This design comes from an exercise in tuning for small area, a short achievable clock period and few clock cycles per item on the open sky130 flow, not from production work. In this exercise RTL edits were held to simulation tests only and were not proved equivalent to the original. Power figures rest on the tool's default switching activity, not on a simulated workload.

--- run.sh ---
#!/bin/bash
# synth_recipe.tcl (not shown) runs the flow's synth.tcl, then flattens the netlist and writes it again
# the make line also repeats each setting of config.mk as NAME=value (left out here)
make -C /OpenROAD-flow-scripts/flow DESIGN_CONFIG=/design/flow/config.mk WORK_HOME=/design/flow/orfs CLKGATE_MAP_FILE= SYNTH_SCRIPT=/design/flow/synth_recipe.tcl finish
--- config.mk ---
export PLATFORM = sky130hd
export DESIGN_NAME = sorted_interval_table
export DESIGN_NICKNAME = sorted_interval_table
export VERILOG_FILES = /design/flow/design.v
export SDC_FILE = /design/flow/constraint.sdc
export NUM_CORES = 4
export LEC_CHECK = 0
export CAP_MARGIN = 20
export CORE_MARGIN = 2
export CORE_UTILIZATION = 70
export CTS_CLUSTER_DIAMETER = 100
export CTS_CLUSTER_SIZE = 20
export PLACE_DENSITY = 0.75
export SETUP_SLACK_MARGIN = 2.6
export SLEW_MARGIN = 20
--- constraint.sdc ---
create_clock -name core_clock -period 5.0 [get_ports {clk}]
set_input_delay 1.0000 -clock core_clock [delete_from_list [all_inputs] [get_ports {clk}]]
set_output_delay 1.0000 -clock core_clock [all_outputs]
set_load 0.01 [all_outputs]
--- design.v ---
package sit_pkg;
	localparam int CAPACITY = 32;
	localparam int IDX_W    = $clog2(CAPACITY);
	localparam int CNT_W    = $clog2(CAPACITY + 1);
	localparam int CMP_W    = CNT_W + 1;
	localparam int TIME_W     = 11;
	localparam int ROOM_W     = 8;
	localparam int KIND_W     = 2;
	localparam int STATUS_W   = 3;
	localparam int OUT_IDX_W  = 5;
	localparam int CFG_W      = 11;
	localparam int CFG_ADDR_W = 1;
	localparam int ENTRY_W   = 2 * TIME_W + ROOM_W;
	localparam int RES_W     = STATUS_W + OUT_IDX_W + TIME_W + ROOM_W;
	localparam int S_TDATA_W = ((ENTRY_W + 7) / 8) * 8;
	localparam int M_TDATA_W = ((RES_W + 7) / 8) * 8;
	localparam logic [TIME_W-1:0] DAY_BEGIN_RST = TIME_W'(0);
	localparam logic [TIME_W-1:0] DAY_END_RST   = TIME_W'(1440);
	localparam logic [CFG_ADDR_W-1:0] REG_DAY_BEGIN = CFG_ADDR_W'(0);
	localparam logic [CFG_ADDR_W-1:0] REG_DAY_END   = CFG_ADDR_W'(1);
	typedef enum logic [KIND_W-1:0] {
		KIND_INSERT = 2'd0,
		KIND_REMOVE = 2'd1,
		KIND_FIND   = 2'd2
	} kind_t;
	typedef enum logic [STATUS_W-1:0] {
		STAT_OK       = 3'd0,
		STAT_RANGE    = 3'd1,
		STAT_FULL     = 3'd2,
		STAT_EMPTY    = 3'd3,
		STAT_NOTFOUND = 3'd4
	} status_t;
	typedef struct packed {
		logic [ROOM_W-1:0] room;
		logic [TIME_W-1:0] fin;
		logic [TIME_W-1:0] bgn;
	} entry_t;
	typedef struct packed {
		logic [ROOM_W-1:0]    room;
		logic [TIME_W-1:0]    fin;
		logic [OUT_IDX_W-1:0] idx;
		status_t              status;
	} result_t;
endpackage
module sit_ram #(
	parameter int WIDTH = 8,
	parameter int DEPTH = 32
) (
	input  logic                     clk,
	input  logic                     we,
	input  logic [$clog2(DEPTH)-1:0] waddr,
	input  logic [WIDTH-1:0]         wdata,
	input  logic [$clog2(DEPTH)-1:0] raddr,
	output logic [WIDTH-1:0]         rdata
);
	logic [WIDTH-1:0] mem [DEPTH];
	always_ff @(posedge clk) begin
		if (we) begin
			mem[waddr] <= wdata;
		end
		rdata <= mem[raddr];
	end
endmodule
import sit_pkg::*;
module sorted_interval_table (
	input  logic                  clk,
	input  logic                  arst_n,
	input  logic                  cfg_we,
	input  logic [sit_pkg::CFG_ADDR_W-1:0] cfg_addr,
	input  logic [sit_pkg::CFG_W-1:0]      cfg_wdata,
	input  logic                  s_tvalid,
	output logic                  s_tready,
	input  logic [sit_pkg::S_TDATA_W-1:0]  s_tdata,    
	input  logic [sit_pkg::KIND_W-1:0]     s_tuser,    
	output logic                  m_tvalid,
	input  logic                  m_tready,
	output logic [sit_pkg::M_TDATA_W-1:0]  m_tdata     
);
	logic [TIME_W-1:0]   day_begin_q;
	logic [TIME_W-1:0]   day_end_q;
	logic [CAPACITY-1:0] vld_q;
	logic [CAPACITY-1:0] tent_q;       
	logic                tent_bad_q;   
	logic [CAPACITY-1:0] vld;          
	logic [TIME_W-1:0]   nbgn_q [CAPACITY];   
	logic [TIME_W-1:0]   fin_q  [CAPACITY];
	logic [ROOM_W-1:0]   room_q [CAPACITY];
	logic                s1_v_q;
	logic [KIND_W-1:0]   s1_kind_q;
	logic                s1_bad_q;     
	logic                s1_full_q;
	logic                s1_empty_q;
	logic [CAPACITY-1:0] s1_eq_q;      
	logic [CAPACITY-1:0] s1_pc2_q;     
	logic                s2_v_q;
	logic [STATUS_W-1:0] s2_status_q;
	logic                s2_fok_q;
	logic [TIME_W-1:0]   s2_fin_q;
	logic [ROOM_W-1:0]   s2_room_q;
	logic [15:0]         s2_pc_q;      
	logic [15:0]         pc8;
	logic                out_v_q;
	logic [STATUS_W-1:0] out_status_q;
	logic [OUT_IDX_W-1:0] out_idx_q;
	logic [TIME_W-1:0]   out_fin_q;
	logic [ROOM_W-1:0]   out_room_q;
	sit_pkg::entry_t     in_e;
	logic                adv;
	logic                accept;
	logic                is_ins;
	logic                is_rm;
	logic                is_find;
	logic                bad_ins;
	logic                full;
	logic                empty;
	logic                found;
	logic                s1_find;
	logic [CAPACITY-1:0] eq;
	logic [CAPACITY-1:0] lt;
	logic [CAPACITY-1:0] pc2;
	logic [CAPACITY-1:0] free_pre;    
	logic [CAPACITY-1:0] first_free;
	logic [STATUS_W-1:0] status;
	logic [TIME_W-1:0]   rd_fin;
	logic [ROOM_W-1:0]   rd_room;
	logic [OUT_IDX_W:0]  idx;
	function automatic logic [1:0] cmp_lt_eq(input logic [TIME_W-1:0] a,
		input logic [TIME_W-1:0] b);
		logic [10:0] e0, l0;
		logic [5:0]  e1, l1;
		logic [2:0]  e2, l2;
		logic [1:0]  e3, l3;
		e0 = ~(a ^ b);
		l0 = ~a & b;
		for (int k = 0; k < 5; k++) begin
			e1[k] = e0[2*k+1] & e0[2*k];
			l1[k] = l0[2*k+1] | (e0[2*k+1] & l0[2*k]);
		end
		e1[5] = e0[10];
		l1[5] = l0[10];
		for (int k = 0; k < 3; k++) begin
			e2[k] = e1[2*k+1] & e1[2*k];
			l2[k] = l1[2*k+1] | (e1[2*k+1] & l1[2*k]);
		end
		e3[0] = e2[1] & e2[0];
		l3[0] = l2[1] | (e2[1] & l2[0]);
		e3[1] = e2[2];
		l3[1] = l2[2];
		cmp_lt_eq = {l3[1] | (e3[1] & l3[0]), e3[1] & e3[0]};
	endfunction
	function automatic logic [1:0] cmp_lt_eq_n(input logic [TIME_W-1:0] na,
		input logic [TIME_W-1:0] b);
		logic [10:0] e0, l0;
		logic [5:0]  e1, l1;
		logic [2:0]  e2, l2;
		logic [1:0]  e3, l3;
		e0 = na ^ b;
		l0 = na & b;
		for (int k = 0; k < 5; k++) begin
			e1[k] = e0[2*k+1] & e0[2*k];
			l1[k] = l0[2*k+1] | (e0[2*k+1] & l0[2*k]);
		end
		e1[5] = e0[10];
		l1[5] = l0[10];
		for (int k = 0; k < 3; k++) begin
			e2[k] = e1[2*k+1] & e1[2*k];
			l2[k] = l1[2*k+1] | (e1[2*k+1] & l1[2*k]);
		end
		e3[0] = e2[1] & e2[0];
		l3[0] = l2[1] | (e2[1] & l2[0]);
		e3[1] = e2[2];
		l3[1] = l2[2];
		cmp_lt_eq_n = {l3[1] | (e3[1] & l3[0]), e3[1] & e3[0]};
	endfunction
	assign in_e    = sit_pkg::entry_t'(s_tdata[ENTRY_W-1:0]);
	assign adv     = !out_v_q || m_tready;
	assign s_tready = adv;
	assign accept  = s_tvalid && adv;
	assign is_ins  = (s_tuser == KIND_INSERT);
	assign is_rm   = (s_tuser == KIND_REMOVE);
	assign is_find = (s_tuser == KIND_FIND);
	logic [1:0] c_lo, c_hi, c_len;
	assign c_lo    = cmp_lt_eq(in_e.bgn, day_begin_q);
	assign c_hi    = cmp_lt_eq(day_end_q, in_e.fin);
	assign c_len   = cmp_lt_eq(in_e.bgn, in_e.fin);
	assign bad_ins = c_lo[1] || c_hi[1] || !c_len[1];
	assign vld     = vld_q & ~(tent_q & {CAPACITY{tent_bad_q}});
	assign full    = &vld;
	assign empty   = !(|vld);
	always_comb begin
		for (int i = 0; i < CAPACITY; i++) begin
			logic [1:0] c;
			c     = cmp_lt_eq_n(nbgn_q[i], in_e.bgn);
			eq[i] = vld[i] && c[0];
			lt[i] = vld[i] && c[1];
		end
	end
	always_comb begin
		for (int k = 0; k < CAPACITY / 2; k++) begin
			pc2[2*k]   = lt[2*k] ^ lt[2*k+1];
			pc2[2*k+1] = lt[2*k] & lt[2*k+1];
		end
	end
	always_comb begin
		free_pre[0] = 1'b1;
		for (int i = 1; i < CAPACITY; i++) begin
			free_pre[i] = free_pre[i-1] && vld[i-1];
		end
		first_free = free_pre & ~vld;
	end
	always_comb begin
		rd_fin  = '0;
		rd_room = '0;
		for (int i = 0; i < CAPACITY; i++) begin
			rd_fin  = rd_fin  | (fin_q[i]  & {TIME_W{s1_eq_q[i]}});
			rd_room = rd_room | (room_q[i] & {ROOM_W{s1_eq_q[i]}});
		end
		rd_fin  = rd_fin  & {TIME_W{s1_find}};
		rd_room = rd_room & {ROOM_W{s1_find}};
	end
	assign found   = |s1_eq_q;
	assign s1_find = (s1_kind_q == KIND_FIND);
	always_comb begin
		unique case (s1_kind_q)
			KIND_INSERT: status = s1_bad_q ? STAT_RANGE : (s1_full_q ? STAT_FULL : STAT_OK);
			KIND_REMOVE: status = s1_empty_q ? STAT_EMPTY : (found ? STAT_OK : STAT_NOTFOUND);
			KIND_FIND:   status = found ? STAT_OK : STAT_NOTFOUND;
			default:     status = STAT_RANGE;
		endcase
	end
	always_ff @(posedge clk) begin
		for (int i = 0; i < CAPACITY; i++) begin
			if (!vld[i]) begin
				nbgn_q[i] <= ~in_e.bgn;
				fin_q[i]  <= in_e.fin;
				room_q[i] <= in_e.room;
			end
		end
	end
	always_ff @(posedge clk or negedge arst_n) begin
		if (!arst_n) begin
			day_begin_q <= DAY_BEGIN_RST;
			day_end_q   <= DAY_END_RST;
			vld_q       <= '0;
			s1_v_q      <= 1'b0;
			s2_v_q      <= 1'b0;
			out_v_q     <= 1'b0;
		end else begin
			if (cfg_we) begin
				if (cfg_addr == REG_DAY_BEGIN) begin
					day_begin_q <= cfg_wdata;
				end else begin
					day_end_q <= cfg_wdata;
				end
			end
			if (accept && is_ins) begin
				vld_q <= vld | first_free;
			end else if (accept && is_rm) begin
				vld_q <= vld & ~eq;
			end else begin
				vld_q <= vld;
			end
			if (adv) begin
				s1_v_q  <= s_tvalid;
				s2_v_q  <= s1_v_q;
				out_v_q <= s2_v_q;
			end
		end
	end
	always_ff @(posedge clk) begin
		tent_q     <= (accept && is_ins) ? first_free : '0;
		tent_bad_q <= bad_ins;
	end
	always_ff @(posedge clk) begin
		if (adv) begin
			s1_kind_q   <= s_tuser;
			s1_bad_q    <= bad_ins;
			s1_full_q   <= full;
			s1_empty_q  <= empty;
			s1_eq_q     <= eq;
			s1_pc2_q    <= pc2;
		end
	end
	logic qa0_g0, qa0_p0, qa0_g1, qa0_p1, qa0_g2, qa0_p2, qa0_s0, qa0_s1, qa0_s2, qb0_g0, qb0_p0, qb0_g1, qb0_p1, qb0_g2, qb0_p2, qb0_s0, qb0_s1, qb0_s2, qc0_g0, qc0_p0, qc0_g1, qc0_p1, qc0_g2, qc0_p2, qc0_g3, qc0_p3, qc0_s0, qc0_s1, qc0_s2, qc0_s3, qa1_g0, qa1_p0, qa1_g1, qa1_p1, qa1_g2, qa1_p2, qa1_s0, qa1_s1, qa1_s2, qb1_g0, qb1_p0, qb1_g1, qb1_p1, qb1_g2, qb1_p2, qb1_s0, qb1_s1, qb1_s2, qc1_g0, qc1_p0, qc1_g1, qc1_p1, qc1_g2, qc1_p2, qc1_g3, qc1_p3, qc1_s0, qc1_s1, qc1_s2, qc1_s3, qa2_g0, qa2_p0, qa2_g1, qa2_p1, qa2_g2, qa2_p2, qa2_s0, qa2_s1, qa2_s2, qb2_g0, qb2_p0, qb2_g1, qb2_p1, qb2_g2, qb2_p2, qb2_s0, qb2_s1, qb2_s2, qc2_g0, qc2_p0, qc2_g1, qc2_p1, qc2_g2, qc2_p2, qc2_g3, qc2_p3, qc2_s0, qc2_s1, qc2_s2, qc2_s3, qa3_g0, qa3_p0, qa3_g1, qa3_p1, qa3_g2, qa3_p2, qa3_s0, qa3_s1, qa3_s2, qb3_g0, qb3_p0, qb3_g1, qb3_p1, qb3_g2, qb3_p2, qb3_s0, qb3_s1, qb3_s2, qc3_g0, qc3_p0, qc3_g1, qc3_p1, qc3_g2, qc3_p2, qc3_g3, qc3_p3, qc3_s0, qc3_s1, qc3_s2, qc3_s3, ra_g0, ra_p0, ra_g1, ra_p1, ra_g2, ra_p2, ra_g3, ra_p3, ra_g4, ra_p4, ra_s0, ra_s1, ra_s2, ra_s3, ra_s4, rb_g0, rb_p0, rb_g1, rb_p1, rb_g2, rb_p2, rb_g3, rb_p3, rb_g4, rb_p4, rb_s0, rb_s1, rb_s2, rb_s3, rb_s4, rc_g0, rc_p0, rc_g1, rc_p1, rc_g2, rc_p2, rc_g3, rc_p3, rc_g4, rc_p4, rc_g5, rc_p5, rc_s0, rc_s1, rc_s2, rc_s3, rc_s4, rc_s5;
	always_comb begin
		qa0_g0 = s1_pc2_q[0] & s1_pc2_q[2];
		qa0_p0 = s1_pc2_q[0] ^ s1_pc2_q[2];
		qa0_g1 = s1_pc2_q[1] & s1_pc2_q[3];
		qa0_p1 = s1_pc2_q[1] ^ s1_pc2_q[3];
		qa0_g2 = 1'b0 & 1'b0;
		qa0_p2 = 1'b0 ^ 1'b0;
		qa0_s0 = qa0_p0;
		qa0_s1 = qa0_p1 ^ ((qa0_g0));
		qa0_s2 = qa0_p2 ^ ((qa0_g0 & qa0_p1) | (qa0_g1));
		qb0_g0 = s1_pc2_q[4] & s1_pc2_q[6];
		qb0_p0 = s1_pc2_q[4] ^ s1_pc2_q[6];
		qb0_g1 = s1_pc2_q[5] & s1_pc2_q[7];
		qb0_p1 = s1_pc2_q[5] ^ s1_pc2_q[7];
		qb0_g2 = 1'b0 & 1'b0;
		qb0_p2 = 1'b0 ^ 1'b0;
		qb0_s0 = qb0_p0;
		qb0_s1 = qb0_p1 ^ ((qb0_g0));
		qb0_s2 = qb0_p2 ^ ((qb0_g0 & qb0_p1) | (qb0_g1));
		qc0_g0 = qa0_s0 & qb0_s0;
		qc0_p0 = qa0_s0 ^ qb0_s0;
		qc0_g1 = qa0_s1 & qb0_s1;
		qc0_p1 = qa0_s1 ^ qb0_s1;
		qc0_g2 = qa0_s2 & qb0_s2;
		qc0_p2 = qa0_s2 ^ qb0_s2;
		qc0_g3 = 1'b0 & 1'b0;
		qc0_p3 = 1'b0 ^ 1'b0;
		qc0_s0 = qc0_p0;
		qc0_s1 = qc0_p1 ^ ((qc0_g0));
		qc0_s2 = qc0_p2 ^ ((qc0_g0 & qc0_p1) | (qc0_g1));
		qc0_s3 = qc0_p3 ^ ((qc0_g0 & qc0_p1 & qc0_p2) | (qc0_g1 & qc0_p2) | (qc0_g2));
		pc8[3:0] = {qc0_s3, qc0_s2, qc0_s1, qc0_s0};
		qa1_g0 = s1_pc2_q[8] & s1_pc2_q[10];
		qa1_p0 = s1_pc2_q[8] ^ s1_pc2_q[10];
		qa1_g1 = s1_pc2_q[9] & s1_pc2_q[11];
		qa1_p1 = s1_pc2_q[9] ^ s1_pc2_q[11];
		qa1_g2 = 1'b0 & 1'b0;
		qa1_p2 = 1'b0 ^ 1'b0;
		qa1_s0 = qa1_p0;
		qa1_s1 = qa1_p1 ^ ((qa1_g0));
		qa1_s2 = qa1_p2 ^ ((qa1_g0 & qa1_p1) | (qa1_g1));
		qb1_g0 = s1_pc2_q[12] & s1_pc2_q[14];
		qb1_p0 = s1_pc2_q[12] ^ s1_pc2_q[14];
		qb1_g1 = s1_pc2_q[13] & s1_pc2_q[15];
		qb1_p1 = s1_pc2_q[13] ^ s1_pc2_q[15];
		qb1_g2 = 1'b0 & 1'b0;
		qb1_p2 = 1'b0 ^ 1'b0;
		qb1_s0 = qb1_p0;
		qb1_s1 = qb1_p1 ^ ((qb1_g0));
		qb1_s2 = qb1_p2 ^ ((qb1_g0 & qb1_p1) | (qb1_g1));
		qc1_g0 = qa1_s0 & qb1_s0;
		qc1_p0 = qa1_s0 ^ qb1_s0;
		qc1_g1 = qa1_s1 & qb1_s1;
		qc1_p1 = qa1_s1 ^ qb1_s1;
		qc1_g2 = qa1_s2 & qb1_s2;
		qc1_p2 = qa1_s2 ^ qb1_s2;
		qc1_g3 = 1'b0 & 1'b0;
		qc1_p3 = 1'b0 ^ 1'b0;
		qc1_s0 = qc1_p0;
		qc1_s1 = qc1_p1 ^ ((qc1_g0));
		qc1_s2 = qc1_p2 ^ ((qc1_g0 & qc1_p1) | (qc1_g1));
		qc1_s3 = qc1_p3 ^ ((qc1_g0 & qc1_p1 & qc1_p2) | (qc1_g1 & qc1_p2) | (qc1_g2));
		pc8[7:4] = {qc1_s3, qc1_s2, qc1_s1, qc1_s0};
		qa2_g0 = s1_pc2_q[16] & s1_pc2_q[18];
		qa2_p0 = s1_pc2_q[16] ^ s1_pc2_q[18];
		qa2_g1 = s1_pc2_q[17] & s1_pc2_q[19];
		qa2_p1 = s1_pc2_q[17] ^ s1_pc2_q[19];
		qa2_g2 = 1'b0 & 1'b0;
		qa2_p2 = 1'b0 ^ 1'b0;
		qa2_s0 = qa2_p0;
		qa2_s1 = qa2_p1 ^ ((qa2_g0));
		qa2_s2 = qa2_p2 ^ ((qa2_g0 & qa2_p1) | (qa2_g1));
		qb2_g0 = s1_pc2_q[20] & s1_pc2_q[22];
		qb2_p0 = s1_pc2_q[20] ^ s1_pc2_q[22];
		qb2_g1 = s1_pc2_q[21] & s1_pc2_q[23];
		qb2_p1 = s1_pc2_q[21] ^ s1_pc2_q[23];
		qb2_g2 = 1'b0 & 1'b0;
		qb2_p2 = 1'b0 ^ 1'b0;
		qb2_s0 = qb2_p0;
		qb2_s1 = qb2_p1 ^ ((qb2_g0));
		qb2_s2 = qb2_p2 ^ ((qb2_g0 & qb2_p1) | (qb2_g1));
		qc2_g0 = qa2_s0 & qb2_s0;
		qc2_p0 = qa2_s0 ^ qb2_s0;
		qc2_g1 = qa2_s1 & qb2_s1;
		qc2_p1 = qa2_s1 ^ qb2_s1;
		qc2_g2 = qa2_s2 & qb2_s2;
		qc2_p2 = qa2_s2 ^ qb2_s2;
		qc2_g3 = 1'b0 & 1'b0;
		qc2_p3 = 1'b0 ^ 1'b0;
		qc2_s0 = qc2_p0;
		qc2_s1 = qc2_p1 ^ ((qc2_g0));
		qc2_s2 = qc2_p2 ^ ((qc2_g0 & qc2_p1) | (qc2_g1));
		qc2_s3 = qc2_p3 ^ ((qc2_g0 & qc2_p1 & qc2_p2) | (qc2_g1 & qc2_p2) | (qc2_g2));
		pc8[11:8] = {qc2_s3, qc2_s2, qc2_s1, qc2_s0};
		qa3_g0 = s1_pc2_q[24] & s1_pc2_q[26];
		qa3_p0 = s1_pc2_q[24] ^ s1_pc2_q[26];
		qa3_g1 = s1_pc2_q[25] & s1_pc2_q[27];
		qa3_p1 = s1_pc2_q[25] ^ s1_pc2_q[27];
		qa3_g2 = 1'b0 & 1'b0;
		qa3_p2 = 1'b0 ^ 1'b0;
		qa3_s0 = qa3_p0;
		qa3_s1 = qa3_p1 ^ ((qa3_g0));
		qa3_s2 = qa3_p2 ^ ((qa3_g0 & qa3_p1) | (qa3_g1));
		qb3_g0 = s1_pc2_q[28] & s1_pc2_q[30];
		qb3_p0 = s1_pc2_q[28] ^ s1_pc2_q[30];
		qb3_g1 = s1_pc2_q[29] & s1_pc2_q[31];
		qb3_p1 = s1_pc2_q[29] ^ s1_pc2_q[31];
		qb3_g2 = 1'b0 & 1'b0;
		qb3_p2 = 1'b0 ^ 1'b0;
		qb3_s0 = qb3_p0;
		qb3_s1 = qb3_p1 ^ ((qb3_g0));
		qb3_s2 = qb3_p2 ^ ((qb3_g0 & qb3_p1) | (qb3_g1));
		qc3_g0 = qa3_s0 & qb3_s0;
		qc3_p0 = qa3_s0 ^ qb3_s0;
		qc3_g1 = qa3_s1 & qb3_s1;
		qc3_p1 = qa3_s1 ^ qb3_s1;
		qc3_g2 = qa3_s2 & qb3_s2;
		qc3_p2 = qa3_s2 ^ qb3_s2;
		qc3_g3 = 1'b0 & 1'b0;
		qc3_p3 = 1'b0 ^ 1'b0;
		qc3_s0 = qc3_p0;
		qc3_s1 = qc3_p1 ^ ((qc3_g0));
		qc3_s2 = qc3_p2 ^ ((qc3_g0 & qc3_p1) | (qc3_g1));
		qc3_s3 = qc3_p3 ^ ((qc3_g0 & qc3_p1 & qc3_p2) | (qc3_g1 & qc3_p2) | (qc3_g2));
		pc8[15:12] = {qc3_s3, qc3_s2, qc3_s1, qc3_s0};
		ra_g0 = s2_pc_q[0] & s2_pc_q[4];
		ra_p0 = s2_pc_q[0] ^ s2_pc_q[4];
		ra_g1 = s2_pc_q[1] & s2_pc_q[5];
		ra_p1 = s2_pc_q[1] ^ s2_pc_q[5];
		ra_g2 = s2_pc_q[2] & s2_pc_q[6];
		ra_p2 = s2_pc_q[2] ^ s2_pc_q[6];
		ra_g3 = s2_pc_q[3] & s2_pc_q[7];
		ra_p3 = s2_pc_q[3] ^ s2_pc_q[7];
		ra_g4 = 1'b0 & 1'b0;
		ra_p4 = 1'b0 ^ 1'b0;
		ra_s0 = ra_p0;
		ra_s1 = ra_p1 ^ ((ra_g0));
		ra_s2 = ra_p2 ^ ((ra_g0 & ra_p1) | (ra_g1));
		ra_s3 = ra_p3 ^ ((ra_g0 & ra_p1 & ra_p2) | (ra_g1 & ra_p2) | (ra_g2));
		ra_s4 = ra_p4 ^ ((ra_g0 & ra_p1 & ra_p2 & ra_p3) | (ra_g1 & ra_p2 & ra_p3) | (ra_g2 & ra_p3) | (ra_g3));
		rb_g0 = s2_pc_q[8] & s2_pc_q[12];
		rb_p0 = s2_pc_q[8] ^ s2_pc_q[12];
		rb_g1 = s2_pc_q[9] & s2_pc_q[13];
		rb_p1 = s2_pc_q[9] ^ s2_pc_q[13];
		rb_g2 = s2_pc_q[10] & s2_pc_q[14];
		rb_p2 = s2_pc_q[10] ^ s2_pc_q[14];
		rb_g3 = s2_pc_q[11] & s2_pc_q[15];
		rb_p3 = s2_pc_q[11] ^ s2_pc_q[15];
		rb_g4 = 1'b0 & 1'b0;
		rb_p4 = 1'b0 ^ 1'b0;
		rb_s0 = rb_p0;
		rb_s1 = rb_p1 ^ ((rb_g0));
		rb_s2 = rb_p2 ^ ((rb_g0 & rb_p1) | (rb_g1));
		rb_s3 = rb_p3 ^ ((rb_g0 & rb_p1 & rb_p2) | (rb_g1 & rb_p2) | (rb_g2));
		rb_s4 = rb_p4 ^ ((rb_g0 & rb_p1 & rb_p2 & rb_p3) | (rb_g1 & rb_p2 & rb_p3) | (rb_g2 & rb_p3) | (rb_g3));
		rc_g0 = ra_s0 & rb_s0;
		rc_p0 = ra_s0 ^ rb_s0;
		rc_g1 = ra_s1 & rb_s1;
		rc_p1 = ra_s1 ^ rb_s1;
		rc_g2 = ra_s2 & rb_s2;
		rc_p2 = ra_s2 ^ rb_s2;
		rc_g3 = ra_s3 & rb_s3;
		rc_p3 = ra_s3 ^ rb_s3;
		rc_g4 = ra_s4 & rb_s4;
		rc_p4 = ra_s4 ^ rb_s4;
		rc_g5 = 1'b0 & 1'b0;
		rc_p5 = 1'b0 ^ 1'b0;
		rc_s0 = rc_p0;
		rc_s1 = rc_p1 ^ ((rc_g0));
		rc_s2 = rc_p2 ^ ((rc_g0 & rc_p1) | (rc_g1));
		rc_s3 = rc_p3 ^ ((rc_g0 & rc_p1 & rc_p2) | (rc_g1 & rc_p2) | (rc_g2));
		rc_s4 = rc_p4 ^ ((rc_g0 & rc_p1 & rc_p2 & rc_p3) | (rc_g1 & rc_p2 & rc_p3) | (rc_g2 & rc_p3) | (rc_g3));
		rc_s5 = rc_p5 ^ ((rc_g0 & rc_p1 & rc_p2 & rc_p3 & rc_p4) | (rc_g1 & rc_p2 & rc_p3 & rc_p4) | (rc_g2 & rc_p3 & rc_p4) | (rc_g3 & rc_p4) | (rc_g4));
		idx = {rc_s5, rc_s4, rc_s3, rc_s2, rc_s1, rc_s0};
	end
	always_ff @(posedge clk) begin
		if (adv) begin
			s2_status_q <= status;
			s2_fok_q    <= s1_find && found;
			s2_fin_q    <= rd_fin;
			s2_room_q   <= rd_room;
			s2_pc_q     <= pc8;
		end
	end
	always_ff @(posedge clk) begin
		if (adv) begin
			out_status_q <= s2_status_q;
			out_idx_q    <= s2_fok_q ? idx[OUT_IDX_W-1:0] : '0;
			out_fin_q    <= s2_fin_q;
			out_room_q   <= s2_room_q;
		end
	end
	assign m_tvalid = out_v_q;
	assign m_tdata  = M_TDATA_W'({out_room_q, out_fin_q, out_idx_q, out_status_q});
endmodule
==> impl_metrics.json, run 1 <==
{
  "track_usage": 0.399,
  "worst_pin_slew_ns": 1.06,
  "die_w_um": 271,
  "num_vias": 32300,
  "cpMaxStageDelayCell": "edfxtp_1",
  "avgViaCountPerCell": 7.34,
  "synth_cell_types": 59,
  "slowest_delay_ns": 0.45,
  "overflow": 0,
  "finalSetupViolations": 0,
  "syn_inst": 3144,
  "power_density_nw_per_um2": 410,
  "cts_root_buf": "clkbuf_16",
  "leakagePower_uw": 0.0212,
  "drive_above_1_share": 0.139,
  "crit_chain": "ha_2 > inv_2 > fa_1 > inv_2 > ha_4 > ha_4 > o21a_1 > o21ai_2 > nand2b_1 > xnor3_1 > nor2b_1",
  "synth_ff_type": "edfxtp_1",
  "clk_latency_ns": 0.65,
  "yosysWarnings": 4,
  "synth-seq-cells": 1185,
  "async_flop_share": 0.0481,
  "clock-sinks": 1185,
  "crit_type": "flip-flop to flip-flop",
  "netlist_area_sq_um": 49900,
  "rsz0062_at_grt": "yes",
  "finalClockSkew_ns": 0.0392,
  "period_needed_ns": 2.54,
  "slew_violations": 0,
  "drt_iter0_drc": 5252,
  "finalSetupTns_ns": 0,
  "fin_util": 0.808,
  "syn_avg_cell_area_sq_um": 15.9,
  "io_pins": 85,
  "placed_cells": 4197,
  "synth_most_common_cell": "edfxtp_1",
  "cts_max_path_buffers": 3,
  "hold_viol_final": 0,
  "worstPathRequired_ns": 5.39,
  "ir_drop_uv": 585,
  "seq_area_sq_um": 35000,
  "max_cap_viol_count": 0,
  "slew_headroom": 0.289,
  "synth_top_area_share": 0.658,
  "grt_pass1_vias": 31600,
  "final_nets": 3923,
  "pre_cts_slack_ns": 1.31,
  "synth_commonest_cells": "edfxtp_1 (1095), ha_1 (437), a22oi_1 (305), nand4_1 (156), o21ai_0 (103)",
  "antenna_found_initial": 2,
  "fillers": 3714,
  "cp_max_fo": 2,
  "status": "timing/DRC/antenna clean",
  "cts_buffers": 69,
  "row_count": 97,
  "drt-total-wl_um": 148000,
  "multiInputGateArea_sq_um": 15300,
  "setup_slack_ns": 2.46,
  "cts_tree": "built",
  "design.die.area_sq_um": 73500,
  "synthToLayoutAreaGrowth_pct": 13.8,
  "drc_errors": 0,
  "wl_per_cell_um": 33.7,
  "synth.area.top_cells": "edfxtp_1 (66%), ha_1 (11%), a22oi_1 (4.6%)",
  "yosysTopAreaCell": "edfxtp_1",
  "fin_crit_sh": 0.508,
  "fin_cells": 4399,
  "arrival_ns": 2.93,
  "timing.fmax_mhz": 393,
  "grt_pass1_wl_um": 209000,
  "cp-end-kind": "flip-flop",
  "h-tree-depth": 3,
  "ant_nets": 0,
  "grt_max_degree": 140,
  "port_buffers": 77,
  "place.detailed.hpwl_um": 81900,
  "setup.worst_path.start_class": "flip-flop",
  "hp-class": "input port to async pin",
  "dr.pass1.iters": 6,
  "holdBufCountCts": 0,
  "synth-edff-count": 1095,
  "fp.dieH_um": 271,
  "start_util": 0.709,
  "synth-seq-area-share": 0.700,
  "routabilityCongestion": 0.924,
  "coreArea_sq_um": 70400,
  "path_clk_slew_ns": 0.08
}
metrics by stage:
| step | cell area (sq um) | hold WS (ns) | total power [uW] |
|---|---|---|---|
| detailed placement | 52800 | 0.405 | 17200 |
| global placement | 52800 | 0.402 | 16800 |
| floorplan | 50300 | 0.400 | 15100 |
| global route | 56800 | 0.350 | 24000 |
| CTS | 55900 | 0.336 | 22900 |
| finish | 56900 | 0.335 | 23300 |
layout make-up:
cell class	count	area share
well taps	940	0.0207
diodes	2	0.0000880
clock buffers	103	0.0326
repair buffers	281	0.0547
flip-flops and latches	1185	0.615
clock inverters	5	0.00136
multi-input cells	1791	0.268
inverters	92	0.00704
cell families (layout without fill, tap and decap cells):
| kind of cell | count (synthesis) | in the layout | share of synthesized area |
|---|---|---|---|
| multiplexers | 22 | 22 | 0.00496 |
| AO/OA/AOI/OAI | 697 | 697 | 0.0968 |
| buffers and inverters | 172 | 481 | 0.0133 |
| other | 1 | 7 | 0.0000751 |
| adder cells (fa/ha/maj) | 452 | 452 | 0.115 |
| XOR/XNOR | 8 | 8 | 0.00168 |
| flip-flops | 1185 | 1185 | 0.700 |
| AND/OR/NAND/NOR | 607 | 607 | 0.0673 |
power by group:
part / total [uW] / switching (uW) / internal, uW
clock network: 5710 / 3110 / 2600
registers: 12400 / 394 / 12100
logic: 5140 / 3310 / 1840
sequential cells by signal, indices dropped and copies added (netlist names), 11 cells and up:
| signal | cells |
|---|---|
| fin_q | 352 |
| nbgn_q | 352 |
| room_q | 256 |
| s1_eq_q | 32 |
| s1_pc2_q | 32 |
| tent_q | 32 |
| vld_q | 32 |
| s2_pc_q | 16 |
| day_begin_q | 11 |
| day_end_q | 11 |
| out_fin_q | 11 |
| s2_fin_q | 11 |
placed cells by master, fill, tap and decap left out, types with 30 or more instances in the layout:
cell type / instances
a21o_1: 65
nor2b_1: 44
dfxtp_1: 33
inv_1: 64
o21a_1: 35
o21ai_0: 88
a22oi_1: 305
nand4_1: 156
nor2_1: 92
clkbuf_16: 73
buf_4: 144
ha_4: 32
nand2_1: 62
nand3_1: 34
ha_1: 402
edfxtp_1: 1095
nor3_1: 31
a21oi_1: 59
dlygate4sd2_1: 30
nor4_1: 98
dfrtp_1: 52
clkbuf_1: 34
worst max-delay path: cells and delay by family (launching register included):
kind,cells,cell delay (ns)
AOI/OAI and AO/OA,2,0.36
xor gates and xnor gates,1,0.19
adders and majority gates,4,1.01
buffers and inverters,2,0.17
DFF,1,0.45
and+or+nand+nor,2,0.12
metal layers:
layer	global-route usage	part of all wire	routed length, um	vias up
met5	0	0.000074	11	-
met4	0.163	0.050	7470	2
met3	0.0996	0.15	21600	503
met2	0.619	0.45	67400	2629
met1	0.550	0.35	51700	15900
li1	-	-	-	13300
timing repair:
item | CTS | global route
cloned | 12 | 4
pin swaps | 17 | 47
gates resized for setup | 181 | 119
setup endpoints to repair | 269 | 165
setup buffers | 33 | 43
final timing paths:
kind / startpoint / end / slack, ns / depth (start not counted)
max: s2_pc_q[0] / out_idx_q[4] / 2.46 / 11
min: arst_n / day_begin_q[8] / 0.33 / 1
max reg2reg: s2_pc_q[0] / out_idx_q[4] / 2.46 / 11
min reg2reg: s2_status_q[2] / out_status_q[2] / 0.43 / 0
max in group asynchronous: arst_n / vld_q[5] / 3.76 / 2
min in group core_clock: s2_status_q[2] / out_status_q[2] / 0.43 / 0
Testbench counts, summed over its fixed seeds: cycles 4,824, items 4,800.
==> run 2: changes to the inputs <==
--- a/design.v
+++ b/design.v
@@ -101,8 +101,9 @@
 	logic [15:0]         pc8;
 	logic                out_v_q;
-	logic [STATUS_W-1:0] out_status_q;
-	logic [OUT_IDX_W-1:0] out_idx_q;
-	logic [TIME_W-1:0]   out_fin_q;
-	logic [ROOM_W-1:0]   out_room_q;
+	logic [RES_W-1:0]    out_q;        
+	logic                sk_v_q;       
+	logic [RES_W-1:0]    sk_q;
+	logic [RES_W-1:0]    res;
+	logic                out_free;
 	sit_pkg::entry_t     in_e;
 	logic                adv;
@@ -174,5 +175,6 @@
 	endfunction
 	assign in_e    = sit_pkg::entry_t'(s_tdata[ENTRY_W-1:0]);
-	assign adv     = !out_v_q || m_tready;
+	assign adv     = !sk_v_q;
+	assign out_free = !out_v_q || m_tready;
 	assign s_tready = adv;
 	assign accept  = s_tvalid && adv;
@@ -246,4 +248,5 @@
 			s2_v_q      <= 1'b0;
 			out_v_q     <= 1'b0;
+			sk_v_q      <= 1'b0;
 		end else begin
 			if (cfg_we) begin
@@ -264,5 +267,14 @@
 				s1_v_q  <= s_tvalid;
 				s2_v_q  <= s1_v_q;
+			end
+			if (sk_v_q) begin
+				if (out_free) begin
+					out_v_q <= 1'b1;
+					sk_v_q  <= 1'b0;
+				end
+			end else if (out_free) begin
 				out_v_q <= s2_v_q;
+			end else if (s2_v_q) begin
+				sk_v_q  <= 1'b1;
 			end
 		end
@@ -467,13 +479,14 @@
 		end
 	end
+	assign res = {s2_room_q, s2_fin_q, s2_fok_q ? idx[OUT_IDX_W-1:0] : OUT_IDX_W'(0), s2_status_q};
 	always_ff @(posedge clk) begin
-		if (adv) begin
-			out_status_q <= s2_status_q;
-			out_idx_q    <= s2_fok_q ? idx[OUT_IDX_W-1:0] : '0;
-			out_fin_q    <= s2_fin_q;
-			out_room_q   <= s2_room_q;
+		if (!sk_v_q) begin
+			sk_q <= res;
+		end
+		if (out_free) begin
+			out_q <= sk_v_q ? sk_q : res;
 		end
 	end
 	assign m_tvalid = out_v_q;
-	assign m_tdata  = M_TDATA_W'({out_room_q, out_fin_q, out_idx_q, out_status_q});
+	assign m_tdata  = M_TDATA_W'(out_q);
 endmodule
--- a/config.mk
+++ b/config.mk
@@ -9,6 +9,7 @@
 export CORE_MARGIN = 2
 export CORE_UTILIZATION = 70
-export CTS_CLUSTER_DIAMETER = 100
-export CTS_CLUSTER_SIZE = 20
+export CTS_BUF_LIST = sky130_fd_sc_hd__clkbuf_8
+export CTS_CLUSTER_DIAMETER = 60
+export CTS_CLUSTER_SIZE = 14
 export PLACE_DENSITY = 0.75
 export SETUP_SLACK_MARGIN = 2.6
==> run 2 against run 1 <==
  * Final cell count rose by 1.4%
  * Highest routed layer unchanged
  * Synthesized cell count grew 1.4%
  * Still clean on timing, DRC and antenna
  * Sequential share of layout area up 1.6 points
  * Hold slack gained 0.062 ns
  * Largest power group unchanged
  * Die area up 1.4%
  * Clock skew is 0.0035 ns higher
  * Largest cell class unchanged
  * Core utilization shrank 2.1 points
  * Setup slack better by 0.047 ns
  * Register-to-register slack better by 0.05 ns
  * Total power rose by 6.7%
  * Final area is 0.92% lower
  * Maximum frequency up 1.9%
==> impl_metrics.json, run 2 <==
{
  "syn_inst": 3187,
  "synth-edff-count": 1095,
  "r2r_start": "s2_pc_q[12]",
  "synth-seq-cells": 1213,
  "final_nets": 3947,
  "cp-end-kind": "flip-flop",
  "h-tree-depth": 3,
  "antenna_found_initial": 5,
  "coreArea_sq_um": 71600,
  "slew_violations": 0,
  "power_frac_seq": 0.524,
  "finalSetupTns_ns": 0,
  "fp.dieH_um": 273,
  "drt_iter0_drc": 4516,
  "hp-class": "input port to async pin",
  "pre_cts_slack_ns": 1.28,
  "clk_latency_ns": 0.76,
  "wl_per_cell_um": 31.9,
  "setup.worst_path.start_class": "flip-flop",
  "timing.fmax_mhz": 401,
  "fin_total_pwr_uw": 24900,
  "p_sw_frac": 0.320,
  "holdBufCountCts": 0,
  "crit_type": "flip-flop to flip-flop",
  "r2r-end": "out_q[7]",
  "period_needed_ns": 2.49,
  "async_flop_share": 0.0478,
  "layout_common_cells": "edfxtp_1 (1095), ha_1 (395), a22oi_1 (305)",
  "drt-total-wl_um": 142000,
  "setup_slack_ns": 2.51,
  "row_count": 98,
  "io_pins": 85,
  "max_cap_viol_count": 0,
  "placed_cells": 4241,
  "arrival_ns": 2.96,
  "synth_cell_types": 62,
  "status": "timing/DRC/antenna clean",
  "synth_top_area_share": 0.649,
  "rsz0062_at_grt": "yes",
  "port_buffers": 77,
  "top_regs": "fin_q: 352 flops, nbgn_q: 352 flops, room_q: 256 flops",
  "path_clk_slew_ns": 0.10,
  "die_w_um": 273,
  "overflow": 0,
  "p_switching_uw": 7960,
  "start_util": 0.707,
  "synthToLayoutAreaGrowth_pct": 11.2,
  "synth_commonest_cells": "edfxtp_1 (1095), ha_1 (437), a22oi_1 (305), nand4_1 (151), a21oi_1 (134)",
  "cts_root_buf": "clkbuf_8",
  "pwr-share-comb": 0.270,
  "clock-sinks": 1213,
  "num_vias": 31900,
  "yosysWarnings": 4,
  "finalClockSkew_ns": 0.0426,
  "leakagePower_uw": 0.0209,
  "internal_power_uw": 16900,
  "layout_commonest_cell": "edfxtp_1",
  "drc_errors": 0,
  "fin_cells": 4462,
  "synth_ff_type": "edfxtp_1",
  "reg2reg_depth": 11,
  "worstPathRequired_ns": 5.46,
  "routabilityCongestion": 0.939,
  "finalSetupViolations": 0,
  "synth-seq-area-share": 0.702,
  "avgViaCountPerCell": 7.14,
  "cts_buffers": 97,
  "ir_drop_uv": 485,
  "cts_max_path_buffers": 3,
  "hold_viol_final": 0,
  "grt_pass1_vias": 31700,
  "place.detailed.hpwl_um": 80900,
  "syn_avg_cell_area_sq_um": 15.9,
  "dr.pass1.iters": 7,
  "worst_pin_slew_ns": 1.09,
  "track_usage": 0.380,
  "synth_most_common_cell": "edfxtp_1",
  "fin_crit_sh": 0.499,
  "grt_max_degree": 68,
  "design.die.area_sq_um": 74500,
  "cp_max_fo": 2,
  "drive_above_1_share": 0.143,
  "clkPwrFrac": 0.206,
  "cts_tree": "built",
  "grt_pass1_wl_um": 203000,
  "netlist_area_sq_um": 50600,
  "synth.area.top_cells": "edfxtp_1 (65%), ha_1 (11%), a22oi_1 (4.5%)",
  "slew_headroom": 0.270,
  "yosysTopAreaCell": "edfxtp_1",
  "power_density_nw_per_um2": 441,
  "r2r_slack_ns": 2.51,
  "ant_nets": 0
}
run 2: timing repair:
item | CTS | global route
gates cloned | 3 | 5
resized for setup | 168 | 88
setup endpoints to repair | 265 | 68
pin swaps | 14 | 15
buffers inserted | 20 | 25
run 2: how the worst max path moves through the flow:
stage | start | end | slack, ns | cells after the start
2_1_floorplan | sk_v_q | s_tready | 2.15 | 3
3_3_place_gp | s_tdata[21] | s1_bad_q | 1.38 | 6
3_5_place_dp | s_tdata[21] | s1_bad_q | 1.28 | 6
4_1_cts | sk_v_q | s_tready | 2.37 | 3
5_1_grt | s2_pc_q[12] | out_q[7] | 2.43 | 11
6_report | s2_pc_q[12] | out_q[7] | 2.51 | 11
run 2: area by class of cell:
| type | instances | area [sq um] |
|---|---|---|
| fillers | 4027 | 15300 |
| inverters | 84 | 382 |
| well taps | 950 | 1190 |
| repair buffers | 239 | 2250 |
| repair inverters | 2 | 10.0 |
| clock inverters | 64 | 337 |
| clock buffers | 99 | 1360 |
| flip-flops and latches | 1213 | 35500 |
| diodes | 4 | 10.0 |
| multi-input cells | 1807 | 15300 |
run 2: through the flow:
stage / cell area, sq um / hold WS [ns] / utilization
floorplan: 51200 / 0.431 / -
global placement: 53600 / 0.453 / 0.748
detailed placement: 53600 / 0.461 / 0.748
CTS: 55700 / 0.435 / 0.778
global route: 56300 / 0.467 / 0.787
finish: 56300 / 0.396 / 0.787
run 2: metal layers:
metal | global-route usage | share of wire
met1 | 0.514 | 0.36
met2 | 0.599 | 0.46
met3 | 0.0959 | 0.13
met4 | 0.158 | 0.045
met5 | 0 | 0.00020
run 2: cell families (layout without fill, tap and decap cells):
| group | Yosys count | in the layout | synth area share |
|---|---|---|---|
| DFF | 1213 | 1213 | 0.702 |
| xor gates and xnor gates | 12 | 12 | 0.00208 |
| adders and majority gates | 452 | 452 | 0.114 |
| and+or+nand+nor | 593 | 593 | 0.0653 |
| muxes | 46 | 46 | 0.0102 |
| buffers and inverters | 171 | 488 | 0.0134 |
| AOI/OAI and AO/OA | 699 | 699 | 0.0932 |
| other | 1 | 9 | 0.0000740 |
run 2: critical path, cell delays in order (launching register included):
cell,delay (ns)
edfxtp_1,0.39
ha_2,0.21
inv_2,0.04
fa_2,0.55
inv_2,0.05
ha_4,0.22
ha_4,0.15
o21ai_2,0.11
nand2b_1,0.10
a21oi_2,0.14
xnor2_1,0.14
o21ai_1,0.12
run 2: power groups by stage:
stage	clock network, uW	logic, uW	registers (uW)
after floorplan	0	3370	13200
after global placement	0	5650	13200
after detailed placement	0	5950	13300
after CTS	5130	6220	13000
after global routing	5470	7110	13100
final	5120	6720	13000
Testbench counts of run 2, summed over its fixed seeds: cycles 4,824, items 4,800.
==> run 3: changes to the inputs <==
--- a/config.mk
+++ b/config.mk
@@ -13,4 +13,4 @@
 export CTS_CLUSTER_SIZE = 14
 export PLACE_DENSITY = 0.75
-export SETUP_SLACK_MARGIN = 2.6
+export SETUP_SLACK_MARGIN = 2.8
 export SLEW_MARGIN = 20
==> run 3 against run 2 <==
  * Non-clock buffer count increased by 16
  * Register-to-register slack about the same
  * Via count increased by 1.1%
  * Largest cell class unchanged
  * Highest routed layer unchanged
==> impl_metrics.json, run 3 <==
{
  "multiInputGateArea_sq_um": 16100,
  "synth-seq-cells": 1213,
  "status": "timing/DRC/antenna clean",
  "grt_pass1_wl_um": 206000,
  "rsz0062_at_grt": "yes",
  "syn_avg_cell_area_sq_um": 15.9,
  "leakagePower_uw": 0.0212,
  "fin_total_pwr_uw": 25000,
  "cts_root_buf": "clkbuf_8",
  "yosysTopAreaCell": "edfxtp_1",
  "drc_errors": 0,
  "port_buffers": 77,
  "power_density_nw_per_um2": 434,
  "hp-class": "input port to async pin",
  "fin_crit_sh": 0.500,
  "synthToLayoutAreaGrowth_pct": 14.0,
  "layout_commonest_cell": "edfxtp_1",
  "syn_inst": 3187,
  "h-tree-depth": 3,
  "design.die.area_sq_um": 74500,
  "synth_top_area_share": 0.649,
  "io_pins": 85,
  "crit_type": "flip-flop to flip-flop",
  "ir_drop_uv": 497,
  "start_util": 0.707,
  "clock-sinks": 1213,
  "finalClockSkew_ns": 0.0438,
  "synth.area.top_cells": "edfxtp_1 (65%), ha_1 (11%), a22oi_1 (4.5%)",
  "wl_per_cell_um": 32.7,
  "synth_top_family_by_area": "adder cells",
  "clkPwrFrac": 0.206,
  "drt_iter0_drc": 4792,
  "fp.dieH_um": 273,
  "coreArea_sq_um": 71600,
  "holdBufCountCts": 0,
  "finalSetupViolations": 0,
  "cp-end-kind": "flip-flop",
  "synthMuxAreaShare": 0.0102,
  "async_flop_share": 0.0478,
  "cpMaxStageDelayCell": "fa_2",
  "cts_tree": "built",
  "antenna_found_initial": 3,
  "slew_violations": 0,
  "internal_power_uw": 17000,
  "setup.worst_path.start_class": "flip-flop",
  "cts_buffers": 98,
  "synth-seq-area-share": 0.702,
  "track_usage": 0.386,
  "cp_max_fo": 2,
  "timing.fmax_mhz": 400,
  "hold_viol_final": 0,
  "clk_latency_ns": 0.75,
  "path_clk_slew_ns": 0.09,
  "crit_chain": "ha_1 > fa_2 > ha_4 > ha_4 > o21ai_2 > nand2b_1 > a21oi_2 > xnor2_1 > o21ai_1",
  "yosysWarnings": 4,
  "arrival_ns": 2.97,
  "slowest_delay_ns": 0.58,
  "avgViaCountPerCell": 7.19,
  "netlist_area_sq_um": 50600,
  "pwr-share-comb": 0.271,
  "fillers": 3836,
  "synth_cell_types": 62,
  "period_needed_ns": 2.50,
  "overflow": 0,
  "synth-xor-area-share": 0.00208,
  "routabilityCongestion": 0.861,
  "worst_pin_slew_ns": 1.10,
  "yosys.area_share.simple": 0.0653,
  "ant_nets": 0,
  "synth-edff-count": 1095,
  "place.detailed.hpwl_um": 84300,
  "r2r_slack_ns": 2.50,
  "seq_area_sq_um": 35500,
  "finalSetupTns_ns": 0,
  "synth_ff_type": "edfxtp_1",
  "slew_headroom": 0.262,
  "grt_pass1_vias": 31900,
  "top_regs": "fin_q: 352 flops, nbgn_q: 352 flops, room_q: 256 flops",
  "drive_above_1_share": 0.179,
  "cpMostUsedCell": "ha_4",
  "dr.pass1.iters": 7,
  "synth_most_common_cell": "edfxtp_1",
  "p_switching_uw": 8070,
  "layout_common_cells": "edfxtp_1 (1095), ha_1 (333), a22oi_1 (304)",
  "max_cap_viol_count": 0,
  "drt-total-wl_um": 146000,
  "power_frac_seq": 0.523,
  "die_w_um": 273,
  "worstPathRequired_ns": 5.47,
  "synthAdderAreaFrac": 0.114,
  "final_nets": 3964,
  "p_sw_frac": 0.322,
  "row_count": 98,
  "num_vias": 32200,
  "synth_compound_gate_area_share": 0.0932,
  "cts_max_path_buffers": 3,
  "synth_commonest_cells": "edfxtp_1 (1095), ha_1 (437), a22oi_1 (305), nand4_1 (151), a21oi_1 (134)",
  "grt_max_degree": 60
}
==> run 3: cell types whose count changed in the layout (fill, tap and decap cells not counted), moves of 8 or more <==
cell / change
buf_6: +8
ha_2: +15
o21ai_1: +32
ha_4: +47
o21ai_0: -31
buf_12: +8
ha_1: -62
buf_4: -14
a21oi_1: -10
buf_2: +13
buf_8: +8
inv_1: -10
==> run 3: worst paths after layout <==
| check | cells past startpoint | startpoint | end |
|---|---|---|---|
| min in group core_clock | 2 | sk_q[7] | sk_q[7] |
| min | 2 | arst_n | day_end_q[9] |
| max reg2reg | 9 | s2_pc_q[4] | out_q[7] |
| min reg2reg | 2 | sk_q[7] | sk_q[7] |
| max | 9 | s2_pc_q[4] | out_q[7] |
| max in group asynchronous | 2 | arst_n | sk_v_q |
==> run 3: what timing repair did <==
action                     4_1_cts  5_1_grt
pin swaps                       19       42
setup buffers                   28       15
gates resized for setup        285      118
setup endpoints to repair     1079      238
cloned                           8        9
==> run 3: stage by stage <==
stage | hold slack, ns | area, sq um | util | std cells | worst slack (ns)
2_1_floorplan | 0.431 | 51800 | - | 3191 | 2.15
3_3_place_gp | 0.446 | 54300 | 0.758 | 4251 | 1.38
3_5_place_dp | 0.461 | 54300 | 0.758 | 4251 | 1.23
4_1_cts | 0.398 | 56900 | 0.794 | 4451 | 2.50
5_1_grt | 0.479 | 57700 | 0.806 | 4477 | 2.44
6_report | 0.421 | 57700 | 0.806 | 4479 | 2.50
==> run 3: power by group through the flow <==
| stage | registers [uW] | logic, uW | clock network, uW |
|---|---|---|---|
| 6_report | 13100 | 6790 | 5160 |
| 5_1_grt | 13200 | 7150 | 5500 |
| 4_1_cts | 13100 | 6300 | 5160 |
| 3_5_place_dp | 13400 | 6010 | 0 |
| 3_3_place_gp | 13300 | 5720 | 0 |
| 2_1_floorplan | 13200 | 3430 | 0 |
==> run 3: critical path: cells and delay by family (launching register included) <==
kind,cells,cell delay [ns]
compound gates,3,0.36
xor+xnor,1,0.14
fa+ha+maj,4,1.20
flops,1,0.44
simple gates,1,0.11
==> run 3: layer usage <==
layer	part of all wire	vias up	routed length (um)	global-route usage
met1	0.36	16000	52500	0.529
met4	0.045	2	6560	0.162
met5	0.00010	-	15	0
li1	-	13400	-	-
met2	0.46	2376	67200	0.603
met3	0.14	453	20100	0.0907
==> run 3: cell families (layout without fill, tap and decap cells) <==
kind of cell / after synthesis / after routing
xor gates and xnor gates: 12 / 12
and+or+nand+nor: 593 / 594
buffers and inverters: 171 / 504
muxes: 46 / 46
AOI/OAI and AO/OA: 699 / 699
DFF: 1213 / 1213
other: 1 / 9
adders and majority gates: 452 / 452
==> run 3: layout make-up <==
type                       count  area share
antenna                        4    0.000173
clock buffer                 101      0.0241
clock inverter                63     0.00572
inverter                      84     0.00676
multi-input combinational   1808       0.279
sequential                  1213       0.616
tap                          950      0.0206
timing repair buffer         255      0.0474
timing repair inverter         1   0.0000867

[static timing again, ports no longer ideal]
In the flow no input, the clock included, has a driving cell. The finished layouts below were timed again as built, in two steps.
Step 1, drivers: a clkbuf_16 drives clk and a buf_2 each remaining input, both assumed.
Step 2 adds t to the input delays and takes it off the output delays; t is the mean of the earliest and latest rising clock arrival at the registers after step 1. Input paths then give back, and output paths get back, about the clock's delay inside the block.
a / b / c = ideal / step 1 / step 2; a / b = the first two.
run	t (ns)	slack for setup (ns)	worst hold slack (ns)	worst register clock-pin slew, ns
run 1	0.704	2.458 / 2.458 / 1.771	0.335 / 0.287 / 0.425	0.09 / 0.09
run 2	0.800	2.505 / 2.444 / 1.848	0.396 / 0.369 / 0.481	0.10 / 0.10
run 3	0.804	2.502 / 2.479 / 1.912	0.421 / 0.372 / 0.475	0.10 / 0.10
After both steps setup and hold are still met in every run listed. For run 1, which loses most, drivers alone change the setup slack by 0.000 ns; drivers and shift together by -0.687 ns.
